This is an optimization exercise on Yosys and OpenROAD, whose aim is small area, a short achievable clock period and few clock cycles, not a production implementation. No functional check of the RTL was part of any run shown here.

==> flow/design.v, too long to show whole: its modules and the start of the top module <==
// module dsp_27x27s_arbiter: 1991 lines
// module dsp_x2: 3 lines
// module dsp_mx: 3 lines
// module dsp_fa: 4 lines
// module dsp_ha: 4 lines
// module dsp_fa1: 4 lines
// module dsp_ha1: 4 lines
module dsp_27x27s_arbiter (
  input  logic         clk,
  input  logic         aclr_n,
  input  logic [3:0]   req_valid,
  output logic [3:0]   req_ready,
  input  logic [107:0] req_ax,
  input  logic [107:0] req_ay,
  output logic         res_valid,
  input  logic         res_ready,
  output logic [1:0]   res_id,
  output logic [53:0]  res_data
);
  // ...
==> flow/flow/run.sh <==
#!/bin/bash
# Standard layout, with buf_1 cells as the port buffers.
set -euo pipefail
export BUFFER_PORTS_ARGS="-buffer_cell sky130_fd_sc_hd__buf_1"
bash standard.sh finish > standard_flow.log 2>&1
==> flow/standard.sh <==
#!/bin/bash
# synth_recipe.tcl (not shown) runs the flow's synth.tcl, then flattens the netlist and writes it again
# the make line also repeats each setting of config.mk as NAME=value (left out here)
make -C /OpenROAD-flow-scripts/flow DESIGN_CONFIG=/design/flow/config.mk WORK_HOME=/design/flow/orfs CLKGATE_MAP_FILE= SYNTH_SCRIPT=/design/flow/synth_recipe.tcl "${@:-finish}"
==> flow/config.mk <==
export PLATFORM = sky130hd
export DESIGN_NAME = dsp_27x27s_arbiter
export DESIGN_NICKNAME = dsp_27x27s_arbiter
export VERILOG_FILES = /design/flow/design.v
export SDC_FILE = /design/flow/constraint.sdc
export NUM_CORES = 4
export LEC_CHECK = 0
export CAP_MARGIN = 20
export CORE_MARGIN = 2
export CORE_UTILIZATION = 65
export CTS_BUF_LIST = sky130_fd_sc_hd__clkbuf_4 sky130_fd_sc_hd__clkbuf_8
export PLACE_DENSITY = 0.75
export SETUP_SLACK_MARGIN = 3.6
export SLEW_MARGIN = 20
export SYNTH_HIERARCHICAL = 1
==> flow/constraint.sdc <==
create_clock -name core_clock -period 7.3 [get_ports {clk}]
set_input_delay 1.4600 -clock core_clock [delete_from_list [all_inputs] [get_ports {clk}]]
set_output_delay 1.4600 -clock core_clock [all_outputs]
set_load 0.01 [all_outputs]
==> out/results.txt, run 1 <==
The flow ran to the end and the layout has no timing, DRC or antenna violations. The worst setup path is launched from a flip-flop. The region available for standard cell placement spans 39500 µm².

Among cell families on the critical path, the largest total delay comes from adder cells. The number of instances resized during post-cts repair is 105, and the initial core utilization is 65.4%. For met3 alone, demand over resource in global routing was 12.9%. Across the placement rows, the number of tap cells is 525. The simple-gate share of the synthesized area is 4.43%. The final cell utilization of the core was 77.5%; the final count of pins violating max slew was 0.

The tools report the count of hold-fix buffers inserted at cts as 0. Sorting the synthesized cells by area gives the leading types as fa_1, edfxtp_1, xnor2_1, a22oi_1, ha_1. The fill cell instance count of the final layout is 2533. For the count of final hold-check violations, the log shows 0. TritonCTS created 45 clock buffers.

The cell with the biggest individual delay on the critical path is fa_1. The area used by multi-input combinational logic came out at 18700 µm². The buffer share of cell area is 10.5%. The routed length on met3 is 13.1 mm, and the share of final-layout standard cells stronger than drive strength 1 is 15.5%. The critical path ends at s1_b[23]$_DFFE_PN_. The worst setup path is captured at a flip-flop. The number of cells on the critical path is 7. The die is 204 µm tall.

The minimum clock period after layout was 3.71 ns; the post-synthesis cell area was 25900 µm². The layout has 56 clock buffers. For this run, the total global-route usage over all layers was measured as 41.6%.

The dominant combinational cell family by area after synthesis is adder cells. In this run, the number of DRC markers left after iteration 0 of detailed routing was 3163. Setup violations remaining at the end of the flow were counted as 0. The worst setup path is of the flip-flop to flip-flop kind.

The portion of synthesized area spent on multiplexers is 0.392%. The run gives 3 as the post-CTS repair timing setup buffer count. In the layout the commonest cells are xnor2_1, a22oi_1, fa_1.

For the met2 track demand over resource in global routing, the log shows 65.1%. The clock tree cell share of total cell area works out to 3.19%. The tools report the final design area excluding fillers as 30600 µm².
==> run 2: changes to the inputs <==
--- a/flow/design.v
+++ b/flow/design.v
@@ -14,17 +14,18 @@
   logic [3:0]  nxt_q;      
   logic        s1_v, s2_v;
   logic [1:0]  s1_id, s2_id;
   logic [26:0] s0_x;
   logic [13:0] s0_one, s0_two, s0_neg;
   logic [13:0] b_one, b_two, b_neg;
   logic [53:0] s1_a, s1_b, s2_p;
   logic [53:0] ra, rb, r3, s1_r3;
-  logic        rc;
+  logic [53:0] s2_x, s2_y;
+  logic        rc, s1_c;
   logic        en;
   logic [3:0]  msk_q;      
   logic [3:0]  msk_a, msk_b, msk_d;
   logic [3:0]  pa [4];
   logic [3:0]  pb [4];
   logic [3:0]  gnt;
   logic        any;
   logic [1:0]  nxt_id;
@@ -1946,18 +1947,76 @@
   logic m1462;
   logic m1463;
   dsp_fa u_1464 (.a(m1301), .b(m1303), .c(m1460), .s(m1462), .co(m1463));
   logic m1465;
   logic m1466;
   dsp_fa u_1467 (.a(m1304), .b(m1306), .c(m1463), .s(m1465), .co(m1466));
   assign ra = {m1448, m1447, m1444, m1441, m1438, m1435, m1432, m1429, m1424, m1421, m1418, m1415, m1414, m1409, m1406, m1403, m1400, m1397, m1394, m1391, m1241, m1238, m1237, m1234, m1231, m1373, m1370, m1222, m1364, m1361, m1358, m1355, m1352, m1349, m1346, m1343, m1340, m1337, m1334, m1331, m1328, m1325, m1322, m1319, m1316, m1313, m1310, m1307, m1465, m1462, m1459, m1456, m1453, m1450};
   assign rb = {m393, m1445, m1442, m1439, m1436, m1433, m1430, m1427, m1426, m1423, m1420, m1417, m1412, m1411, m1408, m1405, m1402, m1399, m1396, m1393, m1390, m1387, m1382, m1379, m1376, m1228, m1225, m1369, m1366, m1363, m1360, m1357, m1354, m1351, m1348, m1345, m1342, m1339, m1336, m1333, m1330, m1327, m1324, m1321, m1318, m1315, m1312, m1309, 1'b0, 1'b0, 1'b0, 1'b0, 1'b0, 1'b0};
-  assign rc = 1'b0;
-  assign r3 = {1'b0, 1'b0, 1'b0, 1'b0, 1'b0, 1'b0, 1'b0, 1'b0, 1'b0, 1'b0, 1'b0, 1'b0, 1'b0, 1'b0, 1'b0, 1'b0, 1'b0, 1'b0, 1'b0, 1'b0, m1388, m1385, m1384, m1381, m1378, m1375, m1372, m1367, 1'b0, 1'b0, 1'b0, 1'b0, 1'b0, 1'b0, 1'b0, 1'b0, 1'b0, 1'b0, 1'b0, 1'b0, 1'b0, 1'b0, 1'b0, 1'b0, 1'b0, 1'b0, 1'b0, m1466, 1'b0, 1'b0, 1'b0, 1'b0, 1'b0, 1'b0};
+  assign rc = m1466;
+  assign r3 = {1'b0, 1'b0, 1'b0, 1'b0, 1'b0, 1'b0, 1'b0, 1'b0, 1'b0, 1'b0, 1'b0, 1'b0, 1'b0, 1'b0, 1'b0, 1'b0, 1'b0, 1'b0, 1'b0, 1'b0, m1388, m1385, m1384, m1381, m1378, m1375, m1372, m1367, 1'b0, 1'b0, 1'b0, 1'b0, 1'b0, 1'b0, 1'b0, 1'b0, 1'b0, 1'b0, 1'b0, 1'b0, 1'b0, 1'b0, 1'b0, 1'b0, 1'b0, 1'b0, 1'b0, 1'b0, 1'b0, 1'b0, 1'b0, 1'b0, 1'b0, 1'b0};
+  logic q26, k26;
+  dsp_fa u_q26 (.a(s1_a[26]), .b(s1_b[26]), .c(s1_r3[26]), .s(q26), .co(k26));
+  logic q27, k27;
+  dsp_fa u_q27 (.a(s1_a[27]), .b(s1_b[27]), .c(s1_r3[27]), .s(q27), .co(k27));
+  logic q28, k28;
+  dsp_fa u_q28 (.a(s1_a[28]), .b(s1_b[28]), .c(s1_r3[28]), .s(q28), .co(k28));
+  logic q29, k29;
+  dsp_fa u_q29 (.a(s1_a[29]), .b(s1_b[29]), .c(s1_r3[29]), .s(q29), .co(k29));
+  logic q30, k30;
+  dsp_fa u_q30 (.a(s1_a[30]), .b(s1_b[30]), .c(s1_r3[30]), .s(q30), .co(k30));
+  logic q31, k31;
+  dsp_fa u_q31 (.a(s1_a[31]), .b(s1_b[31]), .c(s1_r3[31]), .s(q31), .co(k31));
+  logic q32, k32;
+  dsp_fa u_q32 (.a(s1_a[32]), .b(s1_b[32]), .c(s1_r3[32]), .s(q32), .co(k32));
+  logic q33, k33;
+  dsp_fa u_q33 (.a(s1_a[33]), .b(s1_b[33]), .c(s1_r3[33]), .s(q33), .co(k33));
+  logic q34, k34;
+  dsp_ha u_q34 (.a(s1_a[34]), .b(s1_b[34]), .s(q34), .co(k34));
+  logic q35, k35;
+  dsp_ha u_q35 (.a(s1_a[35]), .b(s1_b[35]), .s(q35), .co(k35));
+  logic q36, k36;
+  dsp_ha u_q36 (.a(s1_a[36]), .b(s1_b[36]), .s(q36), .co(k36));
+  logic q37, k37;
+  dsp_ha u_q37 (.a(s1_a[37]), .b(s1_b[37]), .s(q37), .co(k37));
+  logic q38, k38;
+  dsp_ha u_q38 (.a(s1_a[38]), .b(s1_b[38]), .s(q38), .co(k38));
+  logic q39, k39;
+  dsp_ha u_q39 (.a(s1_a[39]), .b(s1_b[39]), .s(q39), .co(k39));
+  logic q40, k40;
+  dsp_ha u_q40 (.a(s1_a[40]), .b(s1_b[40]), .s(q40), .co(k40));
+  logic q41, k41;
+  dsp_ha u_q41 (.a(s1_a[41]), .b(s1_b[41]), .s(q41), .co(k41));
+  logic q42, k42;
+  dsp_ha u_q42 (.a(s1_a[42]), .b(s1_b[42]), .s(q42), .co(k42));
+  logic q43, k43;
+  dsp_ha u_q43 (.a(s1_a[43]), .b(s1_b[43]), .s(q43), .co(k43));
+  logic q44, k44;
+  dsp_ha u_q44 (.a(s1_a[44]), .b(s1_b[44]), .s(q44), .co(k44));
+  logic q45, k45;
+  dsp_ha u_q45 (.a(s1_a[45]), .b(s1_b[45]), .s(q45), .co(k45));
+  logic q46, k46;
+  dsp_ha u_q46 (.a(s1_a[46]), .b(s1_b[46]), .s(q46), .co(k46));
+  logic q47, k47;
+  dsp_ha u_q47 (.a(s1_a[47]), .b(s1_b[47]), .s(q47), .co(k47));
+  logic q48, k48;
+  dsp_ha u_q48 (.a(s1_a[48]), .b(s1_b[48]), .s(q48), .co(k48));
+  logic q49, k49;
+  dsp_ha u_q49 (.a(s1_a[49]), .b(s1_b[49]), .s(q49), .co(k49));
+  logic q50, k50;
+  dsp_ha u_q50 (.a(s1_a[50]), .b(s1_b[50]), .s(q50), .co(k50));
+  logic q51, k51;
+  dsp_ha u_q51 (.a(s1_a[51]), .b(s1_b[51]), .s(q51), .co(k51));
+  logic q52, k52;
+  dsp_ha u_q52 (.a(s1_a[52]), .b(s1_b[52]), .s(q52), .co(k52));
+  logic q53, k53;
+  dsp_ha u_q53 (.a(s1_a[53]), .b(s1_b[53]), .s(q53), .co(k53));
+  assign s2_x = {q53, q52, q51, q50, q49, q48, q47, q46, q45, q44, q43, q42, q41, q40, q39, q38, q37, q36, q35, q34, q33, q32, q31, q30, q29, q28, q27, q26, s1_a[25], s1_a[24], s1_a[23], s1_a[22], s1_a[21], s1_a[20], s1_a[19], s1_a[18], s1_a[17], s1_a[16], s1_a[15], s1_a[14], s1_a[13], s1_a[12], s1_a[11], s1_a[10], s1_a[9], s1_a[8], s1_a[7], s1_a[6], s1_a[5], s1_a[4], s1_a[3], s1_a[2], s1_a[1], s1_a[0]};
+  assign s2_y = {k52, k51, k50, k49, k48, k47, k46, k45, k44, k43, k42, k41, k40, k39, k38, k37, k36, k35, k34, k33, k32, k31, k30, k29, k28, k27, k26, 1'b0, s1_b[25], s1_b[24], s1_b[23], s1_b[22], s1_b[21], s1_b[20], s1_b[19], s1_b[18], s1_b[17], s1_b[16], s1_b[15], s1_b[14], s1_b[13], s1_b[12], s1_b[11], s1_b[10], s1_b[9], s1_b[8], s1_b[7], s1_b[6], 1'b0, 1'b0, 1'b0, 1'b0, 1'b0, 1'b0};
   always_ff @(posedge clk or negedge aclr_n) begin
     if (!aclr_n) begin
       ptr_q <= 2'd0;
       nxt_q <= 4'd0;
       msk_q <= 4'd0;
       s1_v  <= 1'b0;
       s2_v  <= 1'b0;
     end else begin
@@ -1974,18 +2033,19 @@
     s0_x   <= sel_x;
     s0_one <= b_one;
     s0_two <= b_two;
     s0_neg <= b_neg;
     if (en) begin
       s1_a  <= ra;
       s1_b  <= rb;
       s1_r3 <= r3;
+      s1_c  <= rc;
       s1_id <= nxt_id;
-      s2_p[53:6] <= s1_a[53:6] + s1_b[53:6] + s1_r3[53:6];
+      s2_p[53:6] <= s2_x[53:6] + s2_y[53:6] + 54'(s1_c);
       s2_p[5:0] <= s1_a[5:0];
       s2_id <= s1_id;
     end
   end
   assign res_valid = s2_v;
   assign res_id    = s2_id;
   assign res_data  = s2_p;
 endmodule
==> run 2 against run 1 <==
Still clean. Sequential share of layout area up 0.41 points. Clock skew up 0.0097 ns. Maximum frequency down 3.5%. Worst hold slack better by 0.0067 ns. Core utilization up 0.15 points. Final cell count down 1.6%. Non-clock buffer count up 7. First-iteration DRC count up 9.6%. Flip-flop and latch count unchanged.
==> out/results.txt, run 2 <==
The last weighted congestion value of the routability-driven placer came out at 0.990 (was 1.02). The height of the die was 202 µm (was 204 µm); the post-place setup slack was 2.28 ns (was 2.43 ns). The data required time at the worst endpoint is 5.84 ns (was 7.63 ns), and the width of the chip is 202 µm (was 204 µm). The total of warnings raised by yosys came out at 9 (unchanged). The logs give 128 mm (was 129 mm) for the global-route wire length before repair and 77.6% (was 77.5%) for the final cell utilization of the core. The run gives 44 (was 45) as the number of buffers created by CTS. The count of hold-fix buffers inserted at cts came out at 0 (unchanged). The number of enable flip-flop cells after synthesis came out at 169 (unchanged). The run gives 56.3 mm (was 57.3 mm) as the placed wire-length estimate after detailed placement. The clock-pin slew on the worst setup and hold paths is 0.06 ns (about the same).

The flow ran to the end and the layout has no timing, DRC or antenna violations. The tools report the source-to-sink clock delay at the later pin of the worst-skew pair as 0.63 ns (about the same). The run gives 2329 (was 2374) as the instance count of the mapped netlist. The clock root buffer master is clkbuf_8 (unchanged). The count of input and output buffers is 283 (unchanged). Instance count after placement with tap cells included: 2964 (was 3019). The most common cell after layout, fill and taps aside was xnor2_1 (unchanged).

For the setup clock skew after layout, the log shows 0.0411 ns (was 0.0314 ns). TritonCTS built the clock tree. The tools report the cell row count as 72 (was 73).

The final setup slack of the worst path was 3.46 ns (was 3.59 ns); the top cell type's share of synthesized area was 24.5% (was 24.1%). Leading cell types by count after synthesis: a22oi_1, xnor2_1, fa_1 (unchanged). The slew of the pin with the lowest slew margin was 0.817 ns (was 0.935 ns).

The destination of the worst hold path is s2_id[1]$_DFFE_PN_ (was s2_p[2]$_DFFE_PN_). The length in cells of the worst reg-to-reg path came out at 13 (was 7). The start point of the worst hold path is s1_id[1]$_DFFE_PN_ (was s1_a[2]$_DFFE_PN_).

The type of the worst setup path is input pin to primary output (was flip-flop to flip-flop). The number of DRC violations after detailed routing is 0 (unchanged), and the post-layout instance count excluding filler cells is 3106 (was 3158). Leading post-synthesis cells by cell area: fa_1, edfxtp_1, xnor2_1, a22oi_1, ha_1 (unchanged).

The instance count along the most critical hold path was 0 (unchanged). The share of final-layout standard cells stronger than drive strength 1 is 16.1% (was 15.5%), and the number of global-route vias before repair is 22000 (was 22200). The max-cap violation count is 0 (unchanged), and the growth of design area from synthesis to finish is 17.6% (was 18.4%). The final clock period utilization by the worst path works out to 52.7% (was 50.8%).

Maximum clock insertion buffer count: 3 (unchanged). Commonest non-fill, non-tap cells in the layout: xnor2_1, a22oi_1, fa_1 (unchanged). The tools report the boundary pin count as 284 (unchanged).

The classification of the worst-slack hold path is flip-flop to flip-flop (unchanged). Start of the worst register-to-register path: s1_a[6]$_DFFE_PN_ (was s0_neg[5]$_DFF_P_). Setup repair after global routing could not meet its margin everywhere. The starting DRC count in detailed routing is 3467 (was 3163). Cell type with the largest total area after synthesis: fa_1 (unchanged).

The remaining max-slew budget at the tightest pin was 44.8% (was 37.6%); the final count of pins violating max slew was 0 (unchanged). The most used standard cell by instance count after synthesis was a22oi_1 (unchanged). The count of final hold-check violations is 0 (unchanged).

Area enclosed by the die boundary: 40800 µm² (was 41400 µm²). The run gives 25500 µm² (was 25900 µm²) as the post-synthesis cell area. The count of nets left with antenna violations after detail routing is 0 (unchanged), and the highest attainable clock frequency is 260 MHz (was 269 MHz). The count of distinct cell types in the synthesized netlist was 68 (was 66). The async set-reset flop share out of synthesis is 4.82% (unchanged), and the average cell area after synthesis is 11.0 µm² (was 10.9 µm²). The H-tree depth reported by CTS came out at 2 (unchanged). The count of state elements after synthesis was 249 (unchanged). The core outline area is 38600 µm² (was 39500 µm²), and the routed via count divided by cell count is 6.91 (was 6.97). The number of failing setup endpoints in the final timing report was 0 (unchanged). The largest net degree at the start of global routing is 69 (was 71), and the worst-path maximum fanout is 9 (was 29). The run gives 0.427 ns (was 0.420 ns) as the worst hold slack. The logs give 21500 (was 22000) for the via count and 2.38 ns (was 4.04 ns) for the signal arrival time at the worst endpoint.

The tools report the nature of the critical path endpoint as a primary output (was a flip-flop). Largest registers: s1_a x54, s2_p x54, s1_b x48 (unchanged). The post-detailed-route wirelength per cell was 27.8 µm (was 28.8 µm).

Critical path startpoint category: an input pin (was a flip-flop). The combined global-route utilization of all metal layers was 41.1% (was 41.6%); the final design area excluding fillers was 30000 µm² (was 30600 µm²). The tools report the total negative setup slack as 0 ns (unchanged).

The run gives 249 (unchanged) as the number of clock sinks. The count of nets after finishing is 3207 (was 3270). The number of antenna violations at the first check in global routing is 8 (was 9). The global-route congestion overflow total is 0 (unchanged).

The sequential area share after synthesis is 26.4% (was 26.0%). The total routed wirelength is 86.3 mm (was 91.1 mm). The tools report the initial core utilization as 66.0% (was 65.4%). Primary flip-flop cell chosen by synthesis mapping: edfxtp_1 (unchanged). The length of the first detailed-routing pass in iterations came out at 9 (unchanged). Minimum clock period after layout: 3.84 ns (was 3.71 ns). The tools report the synthesized netlist net count as 2990 (was 3052).

The reg-to-reg endpoint was s2_p[50]$_DFFE_PN_ (was s1_b[23]$_DFFE_PN_). The logs give 3.52 ns (was 3.59 ns) for the slack of the worst reg-to-reg path and 27500 µm² (was 27800 µm²) for the instance area at placement.
[run 2: cell types whose count changed in the layout (fill, tap and decap cells not counted), moves of 7 or more]
cell	previous run	this run
a21o_1	21	29
ha_1	142	126
buf_4	29	49
buf_6	17	28
buf_12	44	33
a21oi_1	59	52
nand3_1	27	15
clkbuf_16	21	11
inv_1	72	56
dfxtp_1	36	47
dfxtp_2	12	4
o21ai_0	35	26
clkbuf_8	47	54
[run 2: cells by family (layout without fill, tap and decap cells)]
group	count (synthesis)	after routing	synth area share, %
adder cells (fa/ha/maj)	438	438	30.7
other	0	9	0
AND/OR/NAND/NOR	240	242	4.34
multiplexers	5	6	0.260
XOR/XNOR	450	450	15.5
AO/OA/AOI/OAI	645	645	18.3
flip-flops	249	249	26.4
buffers and inverters	302	549	4.56
[run 2: Yosys stat by module (local to each module, per instance)]
module / times used / cell area, µm²
dsp_27x27s_arbiter: 1 / 18200
dsp_fa1: 7 / 27.5
dsp_fa: 310 / 20.0
dsp_ha: 64 / 12.5
dsp_ha1: 5 / 11.3
[run 2: layer usage]
layer	vias up	GRT usage [%]	wire, µm
met5	-	0	34
met4	2	21.7	6040
met3	491	13.0	11800
met2	1811	63.8	38400
met1	10400	51.8	30100
li1	8754	-	-
[run 2: worst max path at each step]
stage	startpoint	end	slack [ns]	cells after the start
floorplan	res_ready	req_ready[0]	2.43	4
global placement	res_ready	s0_two[10]$_DFF_P_	2.41	12
detailed placement	res_ready	s0_two[10]$_DFF_P_	2.28	12
CTS	res_ready	req_ready[0]	3.45	6
global route	res_ready	req_ready[0]	3.41	6
finish	req_valid[0]	req_ready[0]	3.46	4
[run 2: cell type report]
| class | instances | area (µm²) |
|---|---|---|
| multi-input combinational | 1781 | 18500 |
| clock inverter | 15 | 97.6 |
| clock buffer | 64 | 812 |
| fill | 2543 | 8650 |
| tap | 518 | 648 |
| sequential | 249 | 6810 |
| antenna | 9 | 22.5 |
| inverter | 56 | 210 |
| timing repair buffer | 414 | 2910 |
[run 2: critical path, cell delays in order]
cell	delay, ns
buf_1	0.19
a221o_1	0.47
nor2_2	0.13
buf_2	0.14
[run 2: repair_timing]
| item | 4_1_cts | 5_1_grt |
|---|---|---|
| setup endpoints to repair | 144 | 62 |
| gates resized for setup | 140 | 111 |
| pin swaps | 18 | 26 |
| gates cloned | 4 | 11 |
| setup buffers | 13 | 26 |
==> run 3: changes to the inputs <==
--- a/flow/config.mk
+++ b/flow/config.mk
@@ -9,5 +9,7 @@
 export CORE_MARGIN = 2
 export CORE_UTILIZATION = 65
-export CTS_BUF_LIST = sky130_fd_sc_hd__clkbuf_4 sky130_fd_sc_hd__clkbuf_8
+export CTS_BUF_LIST = sky130_fd_sc_hd__clkbuf_8 sky130_fd_sc_hd__clkbuf_16
+export CTS_CLUSTER_DIAMETER = 80
+export CTS_CLUSTER_SIZE = 16
 export PLACE_DENSITY = 0.75
 export SETUP_SLACK_MARGIN = 3.6
==> run 3 against run 2 <==
Final cell count is 1.2% lower. Count of clock-buffer cells in the layout is 41 lower. Critical path depth stayed put. Core utilization is 0.30 points lower. Still clean. Worst setup slack worse by 0.0073 ns. Non-clock buffer count is 4 higher. Highest routed layer unchanged.
==> out/results.txt, run 3 <==
The run finished with no timing, DRC or antenna violations. The primary flip-flop cell chosen by synthesis mapping was edfxtp_1 (unchanged). Growth of design area from synthesis to finish: 17.2% (was 17.6%).

Most common cell after layout, fill and taps aside: xnor2_1 (unchanged). The core outline area is 38600 µm² (unchanged). Final count of pins violating max slew: 0 (unchanged). H-tree depth reported by CTS: 1 (was 2). The tools report the highest attainable clock frequency as 260 MHz (about the same). The number of buffers created by CTS is 21 (was 44), and the post-synthesis cell area is 25500 µm² (unchanged).

The number of antenna violations at the first check in global routing was 10 (was 8). The logs give 9 (unchanged) for the total of warnings raised by yosys and 3188 (was 3207) for the count of nets after finishing. The via count is 21500 (about the same), and the remaining max-slew budget at the tightest pin is 44.0% (was 44.8%). The cell type with the largest total area after synthesis was fa_1 (unchanged). The source-to-sink clock delay at the later pin of the worst-skew pair is 0.54 ns (was 0.63 ns). The post-detailed-route wirelength per cell is 28.7 µm (was 27.8 µm). The length of the first detailed-routing pass in iterations was 8 (was 9); the global-route congestion overflow total was 0 (unchanged). Cell-by-cell listing of the critical path: buf_1 > a221o_1 > nor2_2 > buf_2 (unchanged). Setup repair after global routing could not meet its margin everywhere. The combined global-route utilization of all metal layers was 40.9% (was 41.1%). The tools report the global-route wire length before repair as 127 mm (was 128 mm).

The number of global-route vias before repair is 21900 (was 22000). The height of the die is 202 µm (unchanged), and the async set-reset flop share out of synthesis is 4.82% (unchanged). The count of input and output buffers works out to 283 (unchanged).

Minimum clock period after layout: 3.85 ns (was 3.84 ns). The tools report the nature of the critical path endpoint as a primary output (unchanged). The share of final-layout standard cells stronger than drive strength 1 works out to 14.9% (was 16.1%). The delay of the slowest cell on the worst path is 0.47 ns (about the same).

The clock-pin slew on the worst setup and hold paths is 0.07 ns (was 0.06 ns), and the area enclosed by the die boundary is 40800 µm² (unchanged). Final clock period utilization by the worst path: 52.8% (was 52.7%). The logs give 56.3 mm (unchanged) for the placed wire-length estimate after detailed placement and 0 ns (unchanged) for the total negative setup slack.

Cell with the biggest individual delay on the critical path: a221o_1 (unchanged). Largest registers: s1_a x54, s2_p x54, s1_b x48 (unchanged).

The number of enable flip-flop cells after synthesis was 169 (unchanged). The setup clock skew after layout came out at 0.0188 ns (was 0.0411 ns). The most used standard cell by instance count after synthesis is a22oi_1 (unchanged).

The run gives 88.0 mm (was 86.3 mm) as the total routed wirelength. The cell row count was 72 (unchanged); the number of DRC violations after detailed routing was 0 (unchanged). The top cell type's share of synthesized area is 24.5% (unchanged), and the data required time at the worst endpoint is 5.84 ns (about the same). The sequential area share after synthesis is 26.4% (unchanged). The count of distinct cell types in the synthesized netlist was 68 (unchanged). Commonest non-fill, non-tap cells in the layout: xnor2_1, a22oi_1, fa_1 (unchanged). Number of failing setup endpoints in the final timing report: 0 (unchanged). For the initial core utilization, the log shows 66.0% (unchanged).

The final cell utilization of the core came out at 77.3% (was 77.6%). The largest net degree at the start of global routing was 69 (unchanged). The signal arrival time at the worst endpoint was 2.39 ns (was 2.38 ns). The width of the chip is 202 µm (unchanged).

The count of nets left with antenna violations after detail routing was 0 (unchanged); the average cell area after synthesis was 11.0 µm² (unchanged). The area used by multi-input combinational logic was 18500 µm² (about the same). Critical path startpoint category: an input pin (unchanged).

The slew of the pin with the lowest slew margin was 0.841 ns (was 0.817 ns). The number of clock sinks was 249 (unchanged). Leading post-synthesis cells by cell area: fa_1, edfxtp_1, xnor2_1, a22oi_1, ha_1 (unchanged). The count of state elements after synthesis came out at 249 (unchanged). The classification of the worst-slack hold path was flip-flop to flip-flop (unchanged). Count of hold-fix buffers inserted at cts: 0 (unchanged).

The tools report the fill cell instance count of the final layout as 2561 (was 2543). The worst hold slack came out at 0.415 ns (was 0.427 ns). The flip-flop and latch area is 6820 µm² (was 6810 µm²), and the worst-path maximum fanout is 9 (unchanged).

The starting DRC count in detailed routing came out at 3289 (was 3467). The last weighted congestion value of the routability-driven placer is 0.990 (unchanged). The routed via count divided by cell count came out at 7.00 (was 6.91). TritonCTS built the clock tree.

The count of final hold-check violations was 0 (unchanged); the max-cap violation count was 0 (unchanged). The synthesized netlist net count is 2990 (unchanged). The tools report the clock root buffer master as clkbuf_16 (was clkbuf_8). Instance count of the mapped netlist: 2329 (unchanged). The type of the worst setup path is input pin to primary output (unchanged).

Leading cell types by count after synthesis: a22oi_1, xnor2_1, fa_1 (unchanged). The maximum clock insertion buffer count is 3 (unchanged), and the boundary pin count is 284 (unchanged).
[run 3: cell count changes in the layout (fill, tap and decap cells not counted), sizes merged]
cell	before	now
clkbuf	76	37
clkinv	12	1
inv	58	69
buf	401	403
bufinv	1	0
diode	9	10
[run 3: worst max-delay path, delay by kind of cell]
kind | cells | cell delay (ns)
compound gates | 1 | 0.47
buf+inv | 2 | 0.34
simple gates | 1 | 0.13
[run 3: stage by stage]
stage	std cells	area (µm²)	worst slack, ns
2_1_floorplan	2329	26400	2.43
3_3_place_gp	2963	27500	2.41
3_5_place_dp	2964	27500	2.28
4_1_cts	3025	28800	3.45
5_1_grt	3067	29900	3.41
6_report	3069	29900	3.45
[run 3: cells by family (layout without fill, tap and decap cells)]
| logic type | Yosys count | in the layout | synth area share, % |
|---|---|---|---|
| compound gates | 645 | 645 | 18.3 |
| xor+xnor | 450 | 450 | 15.5 |
| fa+ha+maj | 438 | 438 | 30.7 |
| buf+inv | 302 | 511 | 4.56 |
| flops | 249 | 249 | 26.4 |
| mux | 5 | 6 | 0.260 |
| other cells | 0 | 10 | 0 |
| simple gates | 240 | 242 | 4.34 |
[run 3: repair_timing]
item | in CTS | in global routing
endpoints found under the setup margin | 145 | 71
cloned | 4 | 14
hold endpoints to repair | 0 | 0
gates resized for setup | 128 | 129
buffers inserted | 20 | 20
pin swaps | 19 | 30
[run 3: Yosys stat by module, one instance, submodules excluded]
module,flip-flops and latches,cells inside
dsp_27x27s_arbiter,249,1910
dsp_fa1,0,5
dsp_fa,0,1
dsp_ha,0,1
dsp_ha1,0,2
[run 3: metal layers]
layer | part of all wire (%) | vias up | GRT usage, %
met5 | 0.015 | - | 0
met4 | 7.1 | 2 | 21.5
met3 | 14 | 485 | 12.2
met2 | 45 | 1761 | 64.2
met1 | 35 | 10500 | 51.3
li1 | - | 8709 | -
[run 3: path summary, 6_finish.rpt]
path | startpoint | end | slack [ns] | depth (start not counted)
max in group asynchronous | aclr_n | nxt_q[0]$_DFF_PN0_ | 6.43 | 1
max reg2reg | s1_a[6]$_DFFE_PN_ | s2_p[50]$_DFFE_PN_ | 3.48 | 12
min reg2reg | s1_a[1]$_DFFE_PN_ | s2_p[1]$_DFFE_PN_ | 0.42 | 0
min | s1_a[1]$_DFFE_PN_ | s2_p[1]$_DFFE_PN_ | 0.42 | 0
max | req_valid[0] | req_ready[0] | 3.45 | 4
min in group asynchronous | aclr_n | nxt_q[2]$_DFF_PN0_ | 0.72 | 1
[run 3: final cells by class]
cell class                 count  share of cell area [%]
multi-input combinational   1781                    62.0
sequential                   249                    22.8
clock inverter                14                   0.255
inverter                      56                   0.703
antenna                       10                  0.0837
timing repair buffer         418                    10.1
clock buffer                  23                    1.93
tap                          518                    2.17

## afterwards: timing with drivers on the ports
In the flow no input, the clock included, has a driving cell. The finished layouts below were timed again as built, in two steps. Step 1 assumes that a clkbuf_16 drives the clock port and a buf_2 every other input. Step 2 also shifts input and output timing later by t, the mid clock arrival at the registers, as if the neighbouring blocks saw the same clock. Three values: ideal ports, drivers, drivers and shift; two values: the first two.
run	t (ns)	setup slack, ns	latest minus earliest clock arrival (ns)
run 1	0.669	3.589 / 3.528 / 3.108	0.032 / 0.032
run 2	0.657	3.456 / 3.415 / 3.086	0.041 / 0.041
run 3	0.589	3.449 / 3.415 / 3.169	0.019 / 0.019
After both steps every run listed still meets setup and hold. For run 1, which loses most, drivers alone change the setup slack by -0.061 ns; drivers and shift together by -0.481 ns.
